What follows belongs to an exercise in optimizing a design on an open flow for small area, a short achievable clock period and few clock cycles per item; a production flow would make more cautious choices. In this exercise RTL edits were held to simulation tests only and were not proved equivalent to the original. Power is estimated from default activity; no workload was simulated.

==> flow/design.v, too long to show whole: its modules and the start of the top module <==
// module booth_csa_tree: 644 lines
// module booth_cpa: 494 lines
// module booth_fa: 4 lines
// module booth_ha: 4 lines
// module booth_or2: 3 lines
// module booth_xnor: 3 lines
// module booth_maj: 3 lines
// module booth_xor2: 3 lines
// module booth_nand2: 3 lines
// module booth_nor2: 3 lines
// module booth_inv: 3 lines
// module booth_aoi21: 3 lines
// module booth_oai21: 3 lines
// module booth_pp_accumulator: 64 lines
module booth_pp_accumulator
(
    input  logic                            Clk,
    input  logic                            Reset,
    input  logic                            In_Valid,
    output logic                            In_Ready,
    input  logic [booth_acc_pkg::PP_W-1:0]  PP0,
    input  logic [booth_acc_pkg::PP_W-1:0]  PP1,
    input  logic [booth_acc_pkg::PP_W-1:0]  PP2,
    input  logic [booth_acc_pkg::PP_W-1:0]  PP3,
    input  logic [booth_acc_pkg::PP_W-1:0]  PP4,
    input  logic [booth_acc_pkg::PP_W-1:0]  PP5,
    input  logic [booth_acc_pkg::PP_W-1:0]  PP6,
    input  logic [booth_acc_pkg::PP_W-1:0]  PP7,
    input  logic [booth_acc_pkg::PP_W-1:0]  PP8,
    input  logic [booth_acc_pkg::PP_W-1:0]  PP9,
    input  logic [booth_acc_pkg::PP_W-1:0]  PP10,
    input  logic [booth_acc_pkg::PP_W-1:0]  PP11,
    input  logic [booth_acc_pkg::PP_W-1:0]  PP12,
    input  logic [booth_acc_pkg::PP_W-1:0]  PP13,
    input  logic [booth_acc_pkg::PP_W-1:0]  PP14,
    input  logic [booth_acc_pkg::PP_W-1:0]  PP15,
    input  logic [31:0]                     PP16,
    input  logic [15:0]                     Error_Correction,
    output logic                            Out_Valid,
    input  logic                            Out_Ready,
    output logic [booth_acc_pkg::PROD_W-1:0] Product,
    output logic                            Busy
);
  // ...
==> flow/flow/run.sh <==
#!/bin/bash
# Own layout flow: the standard ORFS flow (standard.sh: its synthesis, floorplan,
# placement, CTS and routing), with two changes:
#  - the I/O port buffers that global placement inserts (one per input and output port,
#    as in the standard flow) are sky130_fd_sc_hd__buf_1 instead of the delay-cell buffer
#    buffer_ports picks by default;
#  - before floorplanning, gates that synthesis sized up are put back at their smallest
#    drive strength (flow/pre_floorplan.tcl); repair then sizes up what timing needs.
# Every tool's output goes to the ORFS logs under orfs/logs and to flow_run.log here.
set -euo pipefail
here=$(cd "$(dirname "$0")" && pwd)
export BUFFER_PORTS_ARGS="-buffer_cell sky130_fd_sc_hd__buf_1"
export PRE_FLOORPLAN_TCL="$here/pre_floorplan.tcl"
bash standard.sh finish > flow_run.log 2>&1
==> flow/flow/pre_floorplan.tcl <==
# Before floorplanning: put the one-cell modules' gates that synthesis sized up back at
# their smallest drive strength (same function); later repair sizes up what timing needs.
set db [ord::get_db]
set swaps {
  sky130_fd_sc_hd__maj3_2  sky130_fd_sc_hd__maj3_1
  sky130_fd_sc_hd__a21oi_2 sky130_fd_sc_hd__a21oi_1
}
set n 0
foreach inst [[ord::get_db_block] getInsts] {
  set name [[$inst getMaster] getName]
  if { [dict exists $swaps $name] } {
    $inst swapMaster [$db findMaster [dict get $swaps $name]]
    incr n
  }
}
puts "pre_floorplan: resized $n cells to the smallest drive strength"
==> flow/standard.sh <==
#!/bin/bash
# synth_recipe.tcl (not shown) runs the flow's synth.tcl, then flattens the netlist and writes it again
# the make line also repeats each setting of config.mk as NAME=value (left out here)
make -C /OpenROAD-flow-scripts/flow DESIGN_CONFIG=/design/flow/config.mk WORK_HOME=/design/flow/orfs CLKGATE_MAP_FILE= SYNTH_SCRIPT=/design/flow/synth_recipe.tcl "${@:-finish}"
==> flow/config.mk <==
export PLATFORM = sky130hd
export DESIGN_NAME = booth_pp_accumulator
export DESIGN_NICKNAME = booth_pp_accumulator
export VERILOG_FILES = /design/flow/design.v
export SDC_FILE = /design/flow/constraint.sdc
export NUM_CORES = 4
export LEC_CHECK = 0
export CAP_MARGIN = 20
export CORE_MARGIN = 2
export CORE_UTILIZATION = 40
export CTS_BUF_LIST = sky130_fd_sc_hd__clkbuf_4 sky130_fd_sc_hd__clkbuf_8
export PLACE_DENSITY = 0.8
export SETUP_SLACK_MARGIN = 0.9
export SLEW_MARGIN = 20
export SYNTH_HIERARCHICAL = 1
export SYNTH_MINIMUM_KEEP_SIZE = 0
==> flow/constraint.sdc <==
create_clock -name core_clock -period 5.0 [get_ports {Clk}]
set_input_delay 1.0000 -clock core_clock [delete_from_list [all_inputs] [get_ports {Clk}]]
set_output_delay 1.0000 -clock core_clock [all_outputs]
set_load 0.01 [all_outputs]
==> qor.txt, run 1 <==
via count of the first global-routing pass - 13.4k
overall overflow remaining after global route - 0
Seq Cell Count - 102
total power draw - 12.4 mW
Cell Area, Placed - 19,600 um^2
final critical-path share of the clock period - 0.811
setup slack at placement - 0.594 ns
fin crit period - 4.05 ns
type of the worst setup path - in -> reg
Worst Reg2Reg Path Length in Cells - 2
HPWL reported at the end of detailed placement - 47,100 um
final instance area - 19,800 um^2
Routed met1 length - 18,600 um
logic gate share of total power - 0.767
origin of the worst min-delay path - busy
Static Leak - 7.01 nW
synthesized instance count - 1,309
CP cell instances - buf_1 -> fa_1 -> fa_1 -> fa_1 -> fa_1 -> fa_1 -> ha_4 -> fa_2
Max transition margin - 0.538
status - finished clean
kind of start point of the critical path - input port
TritonCTS Sinks - 102
tap cell instance count - 585
global routing usage summed across all routing layers - 0.228
wire per inst - 20.8 um
number of non-clock inverters in the layout - 59
wire length reported by the detailed router - 50,300 um
Hold Vio Cnt, Final - 0
clock-pin slew reported for the worst setup and hold paths after clock tree synthesis - 0.10 ns
mean post-synth cell area - 13.2 um^2
endpoint of the most critical setup path - y_r[25]
required time at the worst-slack endpoint - 5.14 ns
GRT Max-Usage Layer - met2
Clock Tree Root - sky130_fd_sc_hd__clkbuf_8
ant diodes - 6
registers with the most flip-flops - x_r (64), y_r (37), busy (1)
Worst path slowest cell - sky130_fd_sc_hd__fa_1
number of antenna violations at the first check in global routing - 7
Testbench counts, summed over its fixed seeds: cycles 4,800, items 2,400.
==> inputs of run 2 (changes only) <==
--- a/flow/config.mk
+++ b/flow/config.mk
@@ -9,8 +9,7 @@
 export CORE_MARGIN = 2
 export CORE_UTILIZATION = 40
 export CTS_BUF_LIST = sky130_fd_sc_hd__clkbuf_4 sky130_fd_sc_hd__clkbuf_8
-export PLACE_DENSITY = 0.8
-export SETUP_SLACK_MARGIN = 0.9
+export SETUP_SLACK_MARGIN = 1.1
 export SLEW_MARGIN = 20
 export SYNTH_HIERARCHICAL = 1
 export SYNTH_MINIMUM_KEEP_SIZE = 0
==> run 2 against run 1 <==
Net effect:
- maximum frequency grew 2.2%
- core utilization grew 1.0 points
- via count shrank 2.2%
- power grew 3.8%
- largest cell class unchanged
- die area is the same
- sequential power is essentially flat
- synthesized cell count is the same
==> qor.txt, run 2 <==
commonest non-fill, non-tap cell in the layout - sky130_fd_sc_hd__buf_1 (unchanged)
via count normalized by instance count - 4.58 (was 4.67)
Slowest Stage Delay on Critical Path - 0.54 ns (was 0.56 ns)
largest register by flop count - x_r (unchanged)
Crit Path Max Fanout - 1 (unchanged)
final critical-path share of the clock period - 0.794 (was 0.811)
Filler Cell Count - 3,937 (was 3,851)
CP cell instances - buf_1 -> inv_2 -> fa_1 -> fa_1 -> fa_1 -> fa_1 -> fa_1 -> fa_2 (was buf_1 -> fa_1 -> fa_1 -> fa_1 -> fa_1 -> fa_1 -> ha_4 -> fa_2)
Final WS setup - 1.03 ns (was 0.946 ns)
wire length reported by the detailed router - 46,100 um (was 50,300 um)
Worst path slowest cell - sky130_fd_sc_hd__fa_1 (unchanged)
clock-pin slew reported for the worst setup and hold paths after clock tree synthesis - 0.11 ns (was 0.10 ns)
final max-slew violation count - 0 (unchanged)
Buffers & Inverters on Critical Path - 2 (was 1)
die height - 212 um (unchanged)
Setup TNS - 0 ns (unchanged)
total of max-cap violations - 0 (unchanged)
setup violation total in the final timing report - 0 (unchanged)
type of the worst setup path - in -> reg (unchanged)
wire length of the first global-routing pass - 69,700 um (was 74,100 um)
Core Box Area - 42,900 um^2 (unchanged)
registers with the most flip-flops - x_r (64), y_r (37), busy (1) (unchanged)
Die ar. - 44,900 um^2 (unchanged)
post-layout net count - 2,945 (was 2,946)
insertion delay of the later-clocked pin in the worst-skew pair - 0.38 ns (was 0.40 ns)
number of H-tree branching levels - 3 (unchanged)
critical path's most frequent cell - sky130_fd_sc_hd__fa_1 (unchanged)
total number of placement rows - 76 (unchanged)
kind of start point of the critical path - input port (unchanged)
mean post-synth cell area - 13.2 um^2 (unchanged)
slew at the pin closest to its max-slew limit - 0.724 ns (was 0.693 ns)
worst ir drop on vdd - 0.000272 V (was 0.000320 V)
unrepaired setup endpoints after global routing - true (was false)
number of antenna violations at the first check in global routing - 3 (was 7)
count of port buffers added during placement - 662 (unchanged)
vias post-DR - 11.0k (was 11.3k)
CTS tree - yes (unchanged)
HPWL reported at the end of detailed placement - 43,800 um (was 47,100 um)
Chip Width - 212 um (unchanged)
most frequent cells in the layout - 656 x sky130_fd_sc_hd__buf_1, 319 x sky130_fd_sc_hd__fa_1, 170 x sky130_fd_sc_hd__fa_2, 113 x sky130_fd_sc_hd__nor2_1, 101 x sky130_fd_sc_hd__edfxtp_1 (was 662 x sky130_fd_sc_hd__buf_1, 390 x sky130_fd_sc_hd__fa_1, 113 x sky130_fd_sc_hd__nor2_1, 101 x sky130_fd_sc_hd__edfxtp_1, 99 x sky130_fd_sc_hd__fa_2)
TritonCTS Sinks - 102 (unchanged)
worst hold path type - reg -> reg (unchanged)
met1 Usage GRT - 0.252 (was 0.257)
number of flip-flops under the largest register name - 64 (unchanged)
number of nets in the synthesized netlist - 2,437 (unchanged)
Max transition margin - 0.517 (was 0.538)
Iter 0 DRT Violations - 336 (was 345)
setup slack at placement - 0.615 ns (was 0.594 ns)
power density cells - 635 nW/um^2 (was 626 nW/um^2)
synthesized instance count - 1,309 (unchanged)
maximum count of clock buffers along a single path - 2 (unchanged)
critical path endpoint category - register (unchanged)
global routing met3 resource utilization - 0.0239 (was 0.0285)
Post-Synthesis Cell Area - 17,300 um^2 (unchanged)
Detail Route Antenna Nets - 0 (unchanged)
status - finished clean (unchanged)
Data arrival, critical path - 4.10 ns (was 4.19 ns)
GRT Max-Usage Layer - met2 (unchanged)
post-route clock skew - 0.0190 ns (was 0.0151 ns)
via count of the first global-routing pass - 12.8k (was 13.4k)
met2 global-route usage - 0.401 (was 0.440)
layout cells sized above 1 - 0.132 (was 0.0752)
Static Leak - 6.98 nW (was 7.01 nW)
initial core utilization - 0.403 (unchanged)
fin crit period - 3.97 ns (was 4.05 ns)
I/O pin cnt - 663 (unchanged)
# Post-CTS Setup Buffers - 0 (unchanged)
first-pass iteration count of the detailed router - 4 (was 5)
placer's final routability congestion estimate - 0.940 (was 0.951)
Highest Clock Rate - 252 MHz (was 247 MHz)
Area growth syn-to-layout - 17.2% (was 14.7%)
number of buffers inserted for hold repair after clock tree synthesis - 0 (unchanged)
maximum number of pins on one net before global-route repair - 54 (was 53)
Clock Tree Root - sky130_fd_sc_hd__clkbuf_8 (unchanged)
overall overflow remaining after global route - 0 (unchanged)
Hold Vio Cnt, Final - 0 (unchanged)
remaining design rule violation count - 0 (unchanged)
number of warnings reported in the yosys synthesis log - 7 (unchanged)
global routing usage summed across all routing layers - 0.210 (was 0.228)
wire per inst - 19.1 um (was 20.8 um)
required time at the worst-slack endpoint - 5.13 ns (was 5.14 ns)
CP top delay family - adder cells (unchanged)
number of buffers inserted during clock tree synthesis - 9 (unchanged)
-- run 2: timing repair --
action	in CTS	in global routing
cloned	0	0
pin swaps	3	6
setup endpoints to repair	20	30
resized for setup	12	27
-- run 2: final cells by class --
class                   instances  area (um^2)  share of cell area
multi-input cells             982        13500               0.666
inverters                      59          226              0.0112
well taps                     585          732              0.0361
repair buffers                663         2510               0.124
clock buffers                  11          145             0.00716
diodes                          2         5.00            0.000247
clock inverters                 5         83.8             0.00414
flip-flops and latches        102         3050               0.151
-- run 2: report_power, final --
| group | total [mW] | internal (mW) | switching [mW] |
|---|---|---|---|
| clock | 0.616 | 0.303 | 0.313 |
| combinational | 9.87 | 4.26 | 5.61 |
| sequential | 2.39 | 2.04 | 0.342 |
-- run 2: metal layers --
metal	vias up	share of wire
met2	401	0.55
met4	0	0.024
met3	43	0.044
li1	5016	-
met1	5565	0.38
met5	-	0
-- run 2: through the flow --
stage               power (mW)  utilization  instance area [um^2]  hold slack (ns)  instances
floorplan                 13.2            -                 18000            0.560       1309
global placement          12.2        0.464                 19900            0.576       2391
detailed placement        12.5        0.464                 19900            0.588       2391
CTS                       13.2        0.470                 20200            0.605       2407
global route              14.6        0.472                 20300            0.632       2409
finish                    12.9        0.472                 20300            0.608       2409
-- run 2: worst paths after layout --
| check | start | endpoint | slack (ns) | depth (start not counted) |
|---|---|---|---|---|
| setup / recovery | PP2[33] | y_r[37] | 1.03 | 8 |
| hold / removal | busy | busy | 0.61 | 2 |
| setup reg to reg | busy | x_r[59] | 2.96 | 2 |
| hold reg to reg | busy | busy | 0.61 | 2 |
-- run 2: worst min-delay path: stages, from the launching register on --
cell                       delay (ns)
sky130_fd_sc_hd__dfxtp_1         0.40
sky130_fd_sc_hd__nor2_1          0.12
sky130_fd_sc_hd__a211oi_1        0.05
==> inputs of run 3 (changes only) <==
--- a/flow/config.mk
+++ b/flow/config.mk
@@ -9,7 +9,7 @@
 export CORE_MARGIN = 2
 export CORE_UTILIZATION = 40
 export CTS_BUF_LIST = sky130_fd_sc_hd__clkbuf_4 sky130_fd_sc_hd__clkbuf_8
-export SETUP_SLACK_MARGIN = 1.1
+export SETUP_SLACK_MARGIN = 0.7
 export SLEW_MARGIN = 20
 export SYNTH_HIERARCHICAL = 1
 export SYNTH_MINIMUM_KEEP_SIZE = 0
==> run 3 against run 2 <==
Net effect:
- non-clock buffer count up 1
- area after synthesis unchanged
- cell count rose by 0.17%
- combinational power down 12%
- synthesized cell count is the same
- count of clock-buffer cells in the layout stayed put
- sequential share of layout area rose by 0.55 points
- maximum frequency decreased by 1.8%
- final area decreased by 3.5%
- critical path depth is the same
- hold slack improved by 0.048 ns
- clock power decreased by 7.6%
==> qor.txt, run 3 <==
status - finished clean (unchanged)
layout cells sized above 1 - 0.0219 (was 0.132)
Chip Width - 212 um (unchanged)
first-pass iteration count of the detailed router - 7 (was 4)
Worst Reg2Reg Path Length in Cells - 2 (unchanged)
Clock Tree Root - sky130_fd_sc_hd__clkbuf_8 (unchanged)
via count normalized by instance count - 4.57 (was 4.58)
CP top delay family - adder cells (unchanged)
Iter 0 DRT Violations - 294 (was 336)
final instance area - 19,500 um^2 (was 20,300 um^2)
number of buffers inserted for hold repair after clock tree synthesis - 0 (unchanged)
largest register by flop count - x_r (unchanged)
Cell Area, Placed - 19,300 um^2 (was 19,900 um^2)
via count of the first global-routing pass - 13.0k (was 12.8k)
Cells after DPL - 2,392 (was 2,391)
insertion delay of the later-clocked pin in the worst-skew pair - 0.38 ns (about the same)
commonest non-fill, non-tap cell in the layout - sky130_fd_sc_hd__buf_1 (unchanged)
post-route clock skew - 0.0156 ns (was 0.0190 ns)
fin crit period - 4.04 ns (was 3.97 ns)
vias post-DR - 11.0k (about the same)
reg2reg setup slack - 2.94 ns (was 2.96 ns)
overall overflow remaining after global route - 0 (unchanged)
final max-slew violation count - 0 (unchanged)
clock-pin slew reported for the worst setup and hold paths after clock tree synthesis - 0.11 ns (about the same)
worst hold path type - reg -> reg (unchanged)
worst ir drop on vdd - 0.000236 V (was 0.000272 V)
placer's final routability congestion estimate - 0.954 (was 0.940)
wire per inst - 18.5 um (was 19.1 um)
Crit path depth - 8 (unchanged)
number of warnings reported in the yosys synthesis log - 7 (unchanged)
# Post-CTS Setup Buffers - 0 (unchanged)
synthesized instance count - 1,309 (unchanged)
worst r2r dst - x_r[52] (was x_r[59])
CP cell instances - buf_1 -> fa_1 -> fa_1 -> fa_1 -> fa_1 -> fa_1 -> fa_1 -> fa_1 (was buf_1 -> inv_2 -> fa_1 -> fa_1 -> fa_1 -> fa_1 -> fa_1 -> fa_2)
endpoint of the most critical setup path - y_r[48] (was y_r[37])
wire length reported by the detailed router - 44,600 um (was 46,100 um)
Detail Route Antenna Nets - 0 (unchanged)
count of placed standard cells in the final layout, fillers left out - 2,413 (was 2,409)
Core Box Area - 42,900 um^2 (unchanged)
setup violation total in the final timing report - 0 (unchanged)
die height - 212 um (unchanged)
registers with the most flip-flops - x_r (64), y_r (37), busy (1) (unchanged)
number of nets in the synthesized netlist - 2,437 (unchanged)
Highest Clock Rate - 247 MHz (was 252 MHz)
Static Leak - 7.09 nW (was 6.98 nW)
Worst path slowest cell - sky130_fd_sc_hd__fa_1 (unchanged)
type of the worst setup path - in -> reg (unchanged)
slew at the pin closest to its max-slew limit - 0.710 ns (was 0.724 ns)
I/O pin cnt - 663 (unchanged)
startpoint of the worst setup timing path - PP8[28] (was PP2[33])
Crit Path Max Fanout - 1 (unchanged)
Slowest Stage Delay on Critical Path - 0.54 ns (about the same)
maximum count of clock buffers along a single path - 2 (unchanged)
maximum number of pins on one net before global-route repair - 53 (was 54)
Post-Synthesis Cell Area - 17,300 um^2 (unchanged)
required time at the worst-slack endpoint - 5.12 ns (was 5.13 ns)
initial core utilization - 0.403 (unchanged)
critical path endpoint category - register (unchanged)
Die ar. - 44,900 um^2 (unchanged)
global routing usage summed across all routing layers - 0.203 (was 0.210)
TritonCTS Sinks - 102 (unchanged)
number of H-tree branching levels - 3 (unchanged)
total number of placement rows - 76 (unchanged)
Finished Core Util - 0.456 (was 0.472)
post-layout net count - 2,946 (was 2,945)
final critical-path share of the clock period - 0.808 (was 0.794)
Hold Vio Cnt, Final - 0 (unchanged)
Max transition margin - 0.527 (was 0.517)
FF-to-FF Start - busy (unchanged)
CTS tree - yes (unchanged)
kind of start point of the critical path - input port (unchanged)
Data arrival, critical path - 4.17 ns (was 4.10 ns)
total of max-cap violations - 0 (unchanged)
number of antenna violations at the first check in global routing - 5 (was 3)
remaining design rule violation count - 0 (unchanged)
most frequent cells in the layout - 662 x sky130_fd_sc_hd__buf_1, 474 x sky130_fd_sc_hd__fa_1, 113 x sky130_fd_sc_hd__nor2_1, 101 x sky130_fd_sc_hd__edfxtp_1, 84 x sky130_fd_sc_hd__nand2_1 (was 656 x sky130_fd_sc_hd__buf_1, 319 x sky130_fd_sc_hd__fa_1, 170 x sky130_fd_sc_hd__fa_2, 113 x sky130_fd_sc_hd__nor2_1, 101 x sky130_fd_sc_hd__edfxtp_1)
Buffers & Inverters on Critical Path - 1 (was 2)
Setup TNS - 0 ns (unchanged)
HPWL reported at the end of detailed placement - 42,400 um (was 43,800 um)
number of buffers inserted during clock tree synthesis - 9 (unchanged)
number of flip-flops under the largest register name - 64 (unchanged)
mean post-synth cell area - 13.2 um^2 (unchanged)
Area growth syn-to-layout - 13.1% (was 17.2%)
power density cells - 597 nW/um^2 (was 635 nW/um^2)
count of port buffers added during placement - 662 (unchanged)
quantity of gates resized following cts - 4 (was 12)
critical path's most frequent cell - sky130_fd_sc_hd__fa_1 (unchanged)
total power draw - 11.7 mW (was 12.9 mW)
wire length of the first global-routing pass - 68,100 um (was 69,700 um)
unrepaired setup endpoints after global routing - false (was true)
==> run 3: per-layer routing <==
layer / global-route usage / vias to the layer above / share of wire
li1: - / 5015 / -
met1: 0.244 / 5581 / 0.39
met2: 0.383 / 389 / 0.54
met3: 0.0267 / 37 / 0.048
met4: 0.0488 / 0 / 0.020
met5: 0 / - / 0
==> run 3: worst min path at each step <==
stage	start	end	slack (ns)	cells past startpoint
6_report	busy	busy	0.66	2
5_1_grt	busy	busy	0.71	2
4_1_cts	busy	busy	0.66	2
3_5_place_dp	busy	busy	0.64	2
3_3_place_gp	busy	busy	0.62	2
2_1_floorplan	busy	busy	0.56	1
==> run 3: stage by stage <==
| step | setup WS [ns] | hold WS (ns) |
|---|---|---|
| after floorplan | 0.675 | 0.560 |
| after global routing | 0.710 | 0.707 |
| after CTS | 0.685 | 0.656 |
| after global placement | 0.602 | 0.623 |
| after detailed placement | 0.554 | 0.640 |
| final | 0.958 | 0.656 |
==> run 3: cell type report <==
cell class	count	area, um^2
Inverter	59	224
Tap cell	585	732
Clock inverter	5	60.1
Clock buffer	11	145
Fill cell	3995	23300
Sequential cell	102	3050
Multi-Input combinational cell	982	12800
Timing Repair Buffer	664	2500
Antenna cell	5	12.5
==> run 3: worst reg2reg max path, delay by kind of cell, from the launching register on <==
kind                   cells  cell delay [ns]
DFF                        1             0.41
buffers and inverters      2             1.26
==> run 3: power breakdown <==
group | internal (mW) | switching (mW) | total, mW | leakage [nW]
Combinational | 3.60 | 5.12 | 8.71 | 5.94
Sequential | 2.04 | 0.341 | 2.38 | 1.05
Clock | 0.253 | 0.317 | 0.569 | 0.103
==> inputs of run 4 (changes only) <==
--- a/flow/config.mk
+++ b/flow/config.mk
@@ -9,7 +9,7 @@
 export CORE_MARGIN = 2
 export CORE_UTILIZATION = 40
 export CTS_BUF_LIST = sky130_fd_sc_hd__clkbuf_4 sky130_fd_sc_hd__clkbuf_8
-export SETUP_SLACK_MARGIN = 0.7
+export SETUP_SLACK_MARGIN = 0.9
 export SLEW_MARGIN = 20
 export SYNTH_HIERARCHICAL = 1
 export SYNTH_MINIMUM_KEEP_SIZE = 0
==> run 4 against run 3 <==
Net effect:
- register-to-register slack better by 0.04 ns
- largest power group unchanged
- hold slack better by 0.0056 ns
- sequential share of layout area decreased by 0.20 points
- still clean
- critical path type unchanged
==> qor.txt, run 4 <==
status - finished clean (unchanged)
wire length reported by the detailed router - 45,100 um (was 44,600 um)
global routing usage summed across all routing layers - 0.206 (was 0.203)
number of H-tree branching levels - 3 (unchanged)
type of the worst setup path - in -> reg (unchanged)
worst hold slack - 0.662 ns (was 0.656 ns)
reg2reg setup slack - 2.98 ns (was 2.94 ns)
initial core utilization - 0.403 (unchanged)
Crit path depth - 8 (unchanged)
via count of the first global-routing pass - 12.8k (was 13.0k)
count of placed standard cells in the final layout, fillers left out - 2,410 (was 2,413)
Slowest Stage Delay on Critical Path - 0.57 ns (was 0.54 ns)
setup violation total in the final timing report - 0 (unchanged)
CP top delay family - adder cells (unchanged)
Die ar. - 44,900 um^2 (unchanged)
wire per inst - 18.7 um (was 18.5 um)
HPWL reported at the end of detailed placement - 43,200 um (was 42,400 um)
post-layout net count - 2,945 (was 2,946)
number of antenna violations at the first check in global routing - 4 (was 5)
Clock Tree Root - sky130_fd_sc_hd__clkbuf_8 (unchanged)
setup slack at placement - 0.577 ns (was 0.554 ns)
vias post-DR - 11.0k (about the same)
layout cells sized above 1 - 0.0741 (was 0.0219)
insertion delay of the later-clocked pin in the worst-skew pair - 0.39 ns (was 0.38 ns)
number of nets in the synthesized netlist - 2,437 (unchanged)
worst hold path type - reg -> reg (unchanged)
largest register by flop count - x_r (unchanged)
Hold Vio Cnt, Final - 0 (unchanged)
overall overflow remaining after global route - 0 (unchanged)
CP cell instances - buf_1 -> fa_1 -> fa_1 -> fa_1 -> fa_1 -> fa_1 -> ha_4 -> fa_2 (was buf_1 -> fa_1 -> fa_1 -> fa_1 -> fa_1 -> fa_1 -> fa_1 -> fa_1)
Iter 0 DRT Violations - 345 (was 294)
Data arrival, critical path - 4.13 ns (was 4.17 ns)
total number of placement rows - 76 (unchanged)
Cell Area, Placed - 19,600 um^2 (was 19,300 um^2)
Cells after DPL - 2,391 (was 2,392)
maximum number of pins on one net before global-route repair - 59 (was 53)
Final WS setup - 1.01 ns (was 0.958 ns)
fin crit period - 3.99 ns (was 4.04 ns)
final critical-path share of the clock period - 0.799 (was 0.808)
Core Box Area - 42,900 um^2 (unchanged)
Setup TNS - 0 ns (unchanged)
Filler Cell Count - 3,975 (was 3,995)
worst hold stages - 2 (unchanged)
mean post-synth cell area - 13.2 um^2 (unchanged)
power density cells - 615 nW/um^2 (was 597 nW/um^2)
Detail Route Antenna Nets - 0 (unchanged)
Post-Synthesis Cell Area - 17,300 um^2 (unchanged)
worst ir drop on vdd - 0.000303 V (was 0.000236 V)
registers with the most flip-flops - x_r (64), y_r (37), busy (1) (unchanged)
TritonCTS Sinks - 102 (unchanged)
count of port buffers added during placement - 662 (unchanged)
total of max-cap violations - 0 (unchanged)
maximum count of clock buffers along a single path - 2 (unchanged)
wire length of the first global-routing pass - 68,200 um (was 68,100 um)
# Post-CTS Setup Buffers - 0 (unchanged)
final max-slew violation count - 0 (unchanged)
Buffers & Inverters on Critical Path - 1 (unchanged)
required time at the worst-slack endpoint - 5.13 ns (was 5.12 ns)
critical path endpoint category - register (unchanged)
placer's final routability congestion estimate - 0.945 (was 0.954)
critical path's most frequent cell - sky130_fd_sc_hd__fa_1 (unchanged)
commonest non-fill, non-tap cell in the layout - sky130_fd_sc_hd__buf_1 (unchanged)
Crit Path Max Fanout - 1 (unchanged)
post-route clock skew - 0.0123 ns (was 0.0156 ns)
Area growth syn-to-layout - 14.6% (was 13.1%)
kind of start point of the critical path - input port (unchanged)
Worst path slowest cell - sky130_fd_sc_hd__fa_1 (unchanged)
first-pass iteration count of the detailed router - 5 (was 7)
Highest Clock Rate - 250 MHz (was 247 MHz)
Worst Reg2Reg Path Length in Cells - 2 (unchanged)
die height - 212 um (unchanged)
Chip Width - 212 um (unchanged)
number of buffers inserted during clock tree synthesis - 9 (unchanged)
number of flip-flops under the largest register name - 64 (unchanged)
Static Leak - 7.00 nW (was 7.09 nW)
via count normalized by instance count - 4.55 (was 4.57)
synthesized instance count - 1,309 (unchanged)
clock-pin slew reported for the worst setup and hold paths after clock tree synthesis - 0.11 ns (about the same)
slew at the pin closest to its max-slew limit - 0.739 ns (was 0.710 ns)
I/O pin cnt - 663 (unchanged)
final instance area - 19,800 um^2 (was 19,500 um^2)
Max transition margin - 0.508 (was 0.527)
unrepaired setup endpoints after global routing - true (was false)
CTS tree - yes (unchanged)
remaining design rule violation count - 0 (unchanged)
most frequent cells in the layout - 662 x sky130_fd_sc_hd__buf_1, 390 x sky130_fd_sc_hd__fa_1, 113 x sky130_fd_sc_hd__nor2_1, 101 x sky130_fd_sc_hd__edfxtp_1, 99 x sky130_fd_sc_hd__fa_2 (was 662 x sky130_fd_sc_hd__buf_1, 474 x sky130_fd_sc_hd__fa_1, 113 x sky130_fd_sc_hd__nor2_1, 101 x sky130_fd_sc_hd__edfxtp_1, 84 x sky130_fd_sc_hd__nand2_1)
number of warnings reported in the yosys synthesis log - 7 (unchanged)
-- run 4: changes by cell type in the layout (fill, tap and decap cells not counted), sizes merged --
cell	delta
diode	-2
buf	-1
bufinv	-1
clkbuf	-1
clkinvlp	+1
inv	+1
-- run 4: per-layer routing --
layer	track usage	vias to the layer above	part of all wire
li1	-	5023	-
met1	0.243	5523	0.38
met2	0.395	388	0.55
met3	0.0288	31	0.050
met4	0.0437	2	0.018
met5	0	-	0.00033
-- run 4: report_power, final --
| group | internal, mW | switching (mW) | total (mW) |
|---|---|---|---|
| clock | 0.190 | 0.311 | 0.501 |
| sequential | 2.04 | 0.343 | 2.38 |
| combinational | 3.91 | 5.38 | 9.29 |
| total | 6.15 | 6.03 | 12.2 |
-- run 4: layout make-up --
cell class	count	area, um^2	area share
sequential	102	3050	0.154
clock inverter	6	46.3	0.00234
tap	585	732	0.0370
antenna	3	7.51	0.000379
inverter	59	224	0.0113
multi-input combinational	982	13100	0.662
timing repair buffer	663	2490	0.126
clock buffer	10	131	0.00664
-- run 4: tightest hold or removal path, stage by stage (launching register included) --
cell	delay [ns]
sky130_fd_sc_hd__dfxtp_1	0.42
sky130_fd_sc_hd__nor2_1	0.14
sky130_fd_sc_hd__a211oi_1	0.06
-- run 4: stage by stage --
| step | total power [mW] | util |
|---|---|---|
| after floorplan | 12.4 | - |
| after global placement | 11.8 | 0.456 |
| after detailed placement | 12.0 | 0.456 |
| after CTS | 12.6 | 0.461 |
| after global routing | 13.8 | 0.462 |
| final | 12.2 | 0.462 |
-- run 4: worst paths after layout --
| kind | to | startpoint |
|---|---|---|
| setup reg to reg | x_r[17] | busy |
| hold reg to reg | busy | busy |
| setup / recovery | y_r[25] | PP0[21] |
| hold / removal | busy | busy |
-- run 4: repair_timing --
item	CTS	global route
resized for setup	5	5
endpoints found under the setup margin	8	8
hold buffers	0	0
hold endpoints to repair	0	0

==> what the ideal ports hide <==
How much do the figures lean on ideal ports? The routed layouts below were timed once more, with nothing changed but the port constraints. Step 1 assumes that a clkbuf_16 drives the clock port and a buf_2 every other input. Step 2 also shifts input and output timing later by t, the mid clock arrival at the registers, as if the neighbouring blocks saw the same clock. a / b / c = ideal ports / drivers / drivers and shift; a / b = the first two.
run | t, ns | setup WS [ns] | clock arrival spread, ns | worst slew at a driven data input, ns
run 1 | 0.430 | 0.946 / 0.962 / 0.531 | 0.021 / 0.021 | 0.12
run 2 | 0.420 | 1.032 / 1.052 / 0.632 | 0.025 / 0.026 | 0.09
run 3 | 0.416 | 0.958 / 0.944 / 0.527 | 0.022 / 0.021 | 0.16
run 4 | 0.423 | 1.006 / 1.027 / 0.604 | 0.014 / 0.014 | 0.10
After both steps every run listed still meets setup and hold. The setup slack of run 3, which loses most, moves by -0.014 ns with the drivers and by -0.431 ns with both steps.
